Source: an optimization exercise on an open RTL-to-GDS flow (aim: small area and a short achievable clock period). Production flows keep margins and buffers that such runs may drop.
Where RTL was checked, it was by simulation tests only, not by an equivalence proof against the original.
No activity file was given, so power comes from the tool's default toggle rates.

== v35 ==
// dispatch_top
module dispatch_top #(
	parameter int ROB_ENTRIES = 8,
	parameter int RS_DEPTH = 4,
	localparam int IDX_BITS = $clog2(ROB_ENTRIES),
	localparam int NSLOT = dispatch_pkg::SLOT_COUNT,
	localparam int PW = dispatch_pkg::PREG_BITS,
	localparam int OPW = dispatch_pkg::OPERAND_BITS,
	localparam int OCW = isa_pkg::OPCODE_BITS
) (
	input  logic clk,
	input  logic rst_n,
	input  logic alloc_v,
	input  logic [31:0] alloc_instr,
	input  logic [PW-1:0] alloc_psrc1,
	input  logic [PW-1:0] alloc_psrc2,
	input  logic [PW-1:0] alloc_pdst,
	input  logic [1:0] alloc_src_ready,
	output logic alloc_ready,
	input  logic wakeup_v,
	input  logic [PW-1:0] wakeup_tag,
	input  logic [ROB_ENTRIES-1:0] stomp_mask,
	input  logic commit_v,
	input  logic [NSLOT-1:0] credit_return,
	input  logic cfg_we,
	input  logic [NSLOT-1:0] cfg_wdata,
	output logic [NSLOT-1:0] cfg_rdata,
	output logic [NSLOT-1:0] issue_v,
	output logic [NSLOT*IDX_BITS-1:0] issue_rob_idx,
	output logic [NSLOT*OCW-1:0] issue_opcode,
	output logic [NSLOT*PW-1:0] issue_pdst,
	output logic [NSLOT*PW-1:0] issue_psrc1,
	output logic [NSLOT*OPW-1:0] issue_operand2,
	output logic [NSLOT-1:0] issue_is_imm
);
	localparam int N = ROB_ENTRIES;
	localparam int IMMW = isa_pkg::IMM_BITS;
	logic [N-1:0] valid;
	logic [N-1:0] taken;        
	logic [N-1:0] stomp;
	logic [N-1:0] rdy1;
	logic [N-1:0] rdy2;
	logic [N-1:0] elig_q;       
	logic [N-1:0][OCW-1:0] op;
	logic [N-1:0][IMMW-1:0] fld;
	logic [N-1:0][PW-1:0] ps1;
  ...
For scale: about 2300 cells after synthesis, roughly 440 flip-flops, ~300 I/O pins, about 0.023 mm^2 of cells after synthesis.
export LEC_CHECK = 0
export CAP_MARGIN = 20
export CORE_MARGIN = 2
export CORE_UTILIZATION = 55
export CTS_CLUSTER_DIAMETER = 150
export CTS_CLUSTER_SIZE = 24
export SETUP_SLACK_MARGIN = 4.0
export SLEW_MARGIN = 20
create_clock -name core_clock -period 7.5 [get_ports {clk}]
standard.sh (not shown) runs the stock make flow with config.mk's settings and CLKGATE_MAP_FILE= SYNTH_SCRIPT=/design/flow/synth_recipe.tcl, a recipe that flattens the netlist after the stock synthesis.
==> flow/flow/run.sh <==
#!/bin/bash
# Standard ORFS layout, but the port buffers use the smallest plain buffer
# instead of the delay cell buffer_ports picks by default.
set -euo pipefail
export BUFFER_PORTS_ARGS="-buffer_cell sky130_fd_sc_hd__buf_1"
bash standard.sh > orfs_flow.log 2>&1
Both conditions hold for v35: the flow ran to the end and the final layout passed the timing, design-rule and antenna checks.
Setup changes, v35 to v26
Settings: CTS_CLUSTER_SIZE no longer set, was 24; CTS_CLUSTER_DIAMETER no longer set, was 150; CORE_UTILIZATION now 40, was 55.
Findings:
The clock buffer instance count of the final layout of v26 exceeds that of v35 by about 80%.
v35 -> v26: total design power increased by more than 10%
The final reports for v26 and v35 show worst hold slack lower in the former.
Going from v35 to v26, final clock period utilization by the worst path comparable; detailed-route wire length climbed 7.9%; met3 wire length -1600 um; post-place setup slack climbed 0.11 ns.
Setup changes, v26 to v1
Settings: SETUP_SLACK_MARGIN now 4.4, was 4.0.
a22oi_1 as the most common library cell in the layout ignoring fill and taps was reported by v26, and a22oi_2 by v1. Number of global-route vias before repair grows by a little under 10% when moving from v26 to v1. Per the comparison of v1 with v26, core utilization now larger; reported combinational group power now larger; power density over cell area now smaller. Taking v26 as the reference, in v1 power share of the clock group now smaller; routed wire length now larger. Looking at worst-case clock skew, v1 sits 0.021 ns higher than v26 does. Relative to v26, smallest setup slack after layout has gone down in v1. The combinational cell fraction of total power number comes out higher for v1 vs v26. v26 vs v1, capturing instance or port of the critical path: issue_psrc1[30] vs issue_pdst[3].
> inputs changed (v1 -> v27)
Settings: putting CTS_CLUSTER_DIAMETER at 200 where nothing was set; swapping 4.4 for 4.0 in SETUP_SLACK_MARGIN; putting CTS_CLUSTER_SIZE at 30 where nothing was set.
[summary]
- In the tables for v27 and v1, multi-input combinational cell area reads higher with v1.
- Per the comparison of v27 with v1, routed wire length went down 24000 um, non-clock buffer count lost about 56%, minimum setup slack in the final design went up by 0.035 ns.
- Worst slew margin relative to its limit ends up higher on v1.
- Relative to v1, relative area change from synthesis to final layout has gone down in v27.
- When v27 is measured against v1, its total non-filler cell area in the finished layout turns out about 25% lower.
- Reported for v27 and v1, accumulated negative setup slack turned out identical to the last digit.
- a22oi_2 as the leading cell type in the layout, fill and taps excluded was reported by v1, and a22oi_1 by v27.
- v27 completed; timing, DRC and antenna clean
- When the final numbers for v27 and v1 were put side by side, the number of buffers created by CTS turned out to be smaller in v27.
Input changes introduced in v31 (baseline for comparison: v27):
Settings: CTS_CLUSTER_DIAMETER: 200 -> unset; SETUP_SLACK_MARGIN: 4.0 -> 3.0; CTS_CLUSTER_SIZE: 30 -> unset.
[summary]
- Diff v27 -> v31: count of clock-buffer cells in the layout now larger; detailed-route wire length on metal 1 has remained practically unchanged; number of antenna violations at the first check in global routing increased 2.

---

Setup of main:
Another version of the RTL of dispatch_top (not shown whole).
Size: ~2300 cells after synthesis, ~300 I/O pins, roughly 0.025 mm^2 of cells after synthesis.
clock: 7.5 ns
lec_check: 0
cap_margin: 20
core_margin: 2
core_utilization: 40
cts_cluster_diameter: 150
cts_cluster_size: 24
setup_slack_margin: 4.1
slew_margin: 20
Scripts as last shown in full above: flow/flow/run.sh
[inputs] the feature branch vs main
- SETUP_SLACK_MARGIN now 4.4, was 4.1
Results
The feature branch completed end to end with timing, DRC and antenna clean.
Looking at library cell contributing the largest single delay on the critical path, the sky130_fd_sc_hd__dfxtp_4 result is from the feature branch; the sky130_fd_sc_hd__edfxtp_1 one comes from main.
The final estimated routing congestion in global placement of the feature branch is lower than that of main.
First-pass GRT wire length: the feature branch vs main up about 10%
The final reports for the feature branch and main show data arrival time at the worst-slack endpoint higher in the former.
No functional check of the RTL was part of any run of this note.

---

dispatch_top, a different RTL version from the one above (not shown whole).
For scale: ~2200 cells after synthesis, ~450 flip-flops, about 24000 sq um of cells after synthesis.
Settings: LEC_CHECK=0, CAP_MARGIN=20, CORE_MARGIN=2, CORE_UTILIZATION=40, CTS_CLUSTER_DIAMETER=150, CTS_CLUSTER_SIZE=24, SETUP_SLACK_MARGIN=4.2, SLEW_MARGIN=20; clock period 7.5 ns.
Scripts as last shown in full above: flow/flow/run.sh
The first run passed the timing, design-rule and antenna checks.
Edit:
--- a/flow/config.mk
+++ b/flow/config.mk
@@ -8,7 +8,7 @@
 export CAP_MARGIN = 20
 export CORE_MARGIN = 2
-export CORE_UTILIZATION = 40
+export CORE_UTILIZATION = 55
 export CTS_CLUSTER_DIAMETER = 150
 export CTS_CLUSTER_SIZE = 24
-export SETUP_SLACK_MARGIN = 4.2
+export SETUP_SLACK_MARGIN = 4.0
 export SLEW_MARGIN = 20
Outcome:
- routed wire length shrinks by 11%
- final area shrinks by 11%
- final cell count shrinks by 12%
- global-route usage grows by 9.3 points
- utilization grows by 12 points
- clock power shrinks by about 3%
- maximum frequency shrinks by 1.8%
- worst hold slack hardly moves
- total power shrinks by 3.1%
Edit:
--- a/flow/config.mk
+++ b/flow/config.mk
@@ -8,7 +8,8 @@
 export CAP_MARGIN = 20
 export CORE_MARGIN = 2
-export CORE_UTILIZATION = 55
+export CORE_UTILIZATION = 40
 export CTS_CLUSTER_DIAMETER = 150
 export CTS_CLUSTER_SIZE = 24
-export SETUP_SLACK_MARGIN = 4.0
+export SETUP_SLACK_MARGIN = 4.3
 export SLEW_MARGIN = 20
+export TNS_END_PERCENT = 20
What happened: Final cell count grows by 14%; routed wire length is higher by 12%; utilization is lower by 12 points; clock skew is lower by 0.014 ns; first-iteration DRC count decreases by 12%; global-route usage went down by 8.4 points; worst setup slack gains 0.068 ns; sequential share of layout area shrinks by 4.3 points; via count rose by 2.9%; hold slack is about the same; flip-flop and latch count stays the same.
Edit:
--- a/flow/config.mk
+++ b/flow/config.mk
@@ -11,5 +11,4 @@
 export CTS_CLUSTER_DIAMETER = 150
 export CTS_CLUSTER_SIZE = 24
-export SETUP_SLACK_MARGIN = 4.3
+export SETUP_SLACK_MARGIN = 4.0
 export SLEW_MARGIN = 20
-export TNS_END_PERCENT = 20
The changed run ran to the end with no violations.
Global-route usage falls by 2.5 points.
Setup slack degrades by 0.041 ns.
Final area went down by 8.5%.
Routed wire length drops by about 5.3%.
Final cell count went down by about 5%.
First-iteration DRC count drops by about 5%.
Total power came out lower by about 2%.
Fmax is lower by about 1.2%.
No run of this note included a check of the RTL's function; only the layout flow was run.

---

Setup of violet:
dispatch_top, a different RTL version from the one above (not shown whole).
Size in the first run: ~2,100 cells after synthesis, ~400 flip-flops.
Settings: LEC_CHECK=0, CAP_MARGIN=20, CORE_MARGIN=2, CORE_UTILIZATION=40, SLEW_MARGIN=20; clock period 7.5 ns.
run.sh (not shown) runs the stock make flow with config.mk's settings and CLKGATE_MAP_FILE= SYNTH_SCRIPT=/design/flow/synth_recipe.tcl, a recipe that flattens the netlist after the stock synthesis.
Stock flow here: none of the scripts above is used.
> inputs changed (violet -> garnet)
Settings: SETUP_SLACK_MARGIN newly set to 3.0; CTS_BUF_LIST newly set to sky130_fd_sc_hd__clkbuf_4 sky130_fd_sc_hd__clkbuf_8.
Findings:
Reported for violet and garnet, placeable core region turned out identical to the last digit. Number of non-filler instances in the completed layout of garnet exceeds that of violet slightly. garnet: global router's overall resource usage is 0.21 points higher than what violet reported. | clock slew at the register clock pins of the worst setup and hold paths | garnet vs violet | ≈ equal |. ~same multi-input gate share of the layout cell area in violet and garnet. Changes observed in garnet relative to violet: sequential fraction of design power shows an increase of 0.9 points; fraction of power consumed by the clock network shows a reduction of 1.2 points. On garnet: average routed wire per standard cell is 1.4% lower than what violet gave.
> inputs changed (garnet -> maple)
Settings: a deleted CTS_BUF_LIST that had been sky130_fd_sc_hd__clkbuf_4 sky130_fd_sc_hd__clkbuf_8.
==> flow/flow/run.sh (new file) <==
#!/bin/bash
# Standard ORFS layout, but the port buffers use the smallest plain buffer
# instead of the delay cell buffer_ports picks by default.
set -euo pipefail
export BUFFER_PORTS_ARGS="-buffer_cell sky130_fd_sc_hd__buf_1"
bash standard.sh > orfs_flow.log 2>&1
==> flow/standard.sh (new file) <==
#!/bin/bash
# synth_recipe.tcl (not shown) runs the flow's synth.tcl, then flattens the netlist and writes it again
# the make line also repeats each setting of config.mk as NAME=value (left out here)
make -C /OpenROAD-flow-scripts/flow DESIGN_CONFIG=/design/flow/config.mk WORK_HOME=/design/flow/orfs CLKGATE_MAP_FILE= SYNTH_SCRIPT=/design/flow/synth_recipe.tcl "${@:-finish}"
removed: flow/run.sh
## What came out
- maple: full flow OK, the timing, design-rule and antenna checks passed
- In summary, garnet completed successfully, with a layout that passed the timing, design-rule and antenna checks.
- Minimum clock period in maple is 36 ps below garnet.
- Taking garnet as the reference point, the via count of maple falls by about 0.8%.
- maple vs garnet: number of cells in the finished layout apart from fillers down slightly
- maple does better than garnet on final wirelength.
- Per the comparison of maple with garnet, area of the multi-input gates down about 0.34%, count of instances resized after the clock tree is built down 26.
No functional check of the RTL was part of any run of this note.

## re-timing with driven ports
How much do the figures lean on ideal ports? The routed layouts below were timed once more, with nothing changed but the port constraints.
Step 1: set_driving_cell puts a clkbuf_16 on clk and a buf_2 on each other input, an assumption about the parent block.
Step 2 times the ports against the registers' clock, not the clock port: input delays grow and output delays shrink by t, the midpoint of the rising clock arrivals with the driver on.
a / b / c = ideal / step 1 / step 2; a / b = the first two.
run | t (ns) | setup slack, ns | worst setup path at the end
v35 | 0.631 | 3.987 / 3.926 / 3.434 | input to register
v26 | 0.681 | 3.980 / 3.917 / 3.411 | input to register
v1 | 0.666 | 3.920 / 3.862 / 3.747 | input to register
v27 | 0.617 | 3.955 / 3.896 / 3.445 | input to register
v31 | 0.663 | 3.448 / 3.391 / 3.252 | input to register
main | 0.648 | 3.946 / 3.884 / 3.562 | input to register
the feature branch | 0.658 | 3.875 / 3.807 / 3.825 | input to register
the first run of note 3 | 0.644 | 4.000 / 3.941 / 3.889 | input to register
the second run of note 3 | 0.637 | 3.935 / 3.877 / 3.784 | input to register
the third run of note 3 | 0.649 | 4.003 / 3.943 / 3.895 | input to register
the fourth run of note 3 | 0.639 | 3.962 / 3.903 / 3.910 | input to register
violet | 0.640 | 2.553 / 2.498 / 3.138 | register to output
garnet | 0.733 | 2.983 / 2.929 / 3.312 | register to register
maple | 0.647 | 3.019 / 2.961 / 3.460 | register to register
After both steps setup and hold are still met in every run listed. The setup slack of v26, which loses most, moves by -0.063 ns with the drivers and by -0.569 ns with both steps.
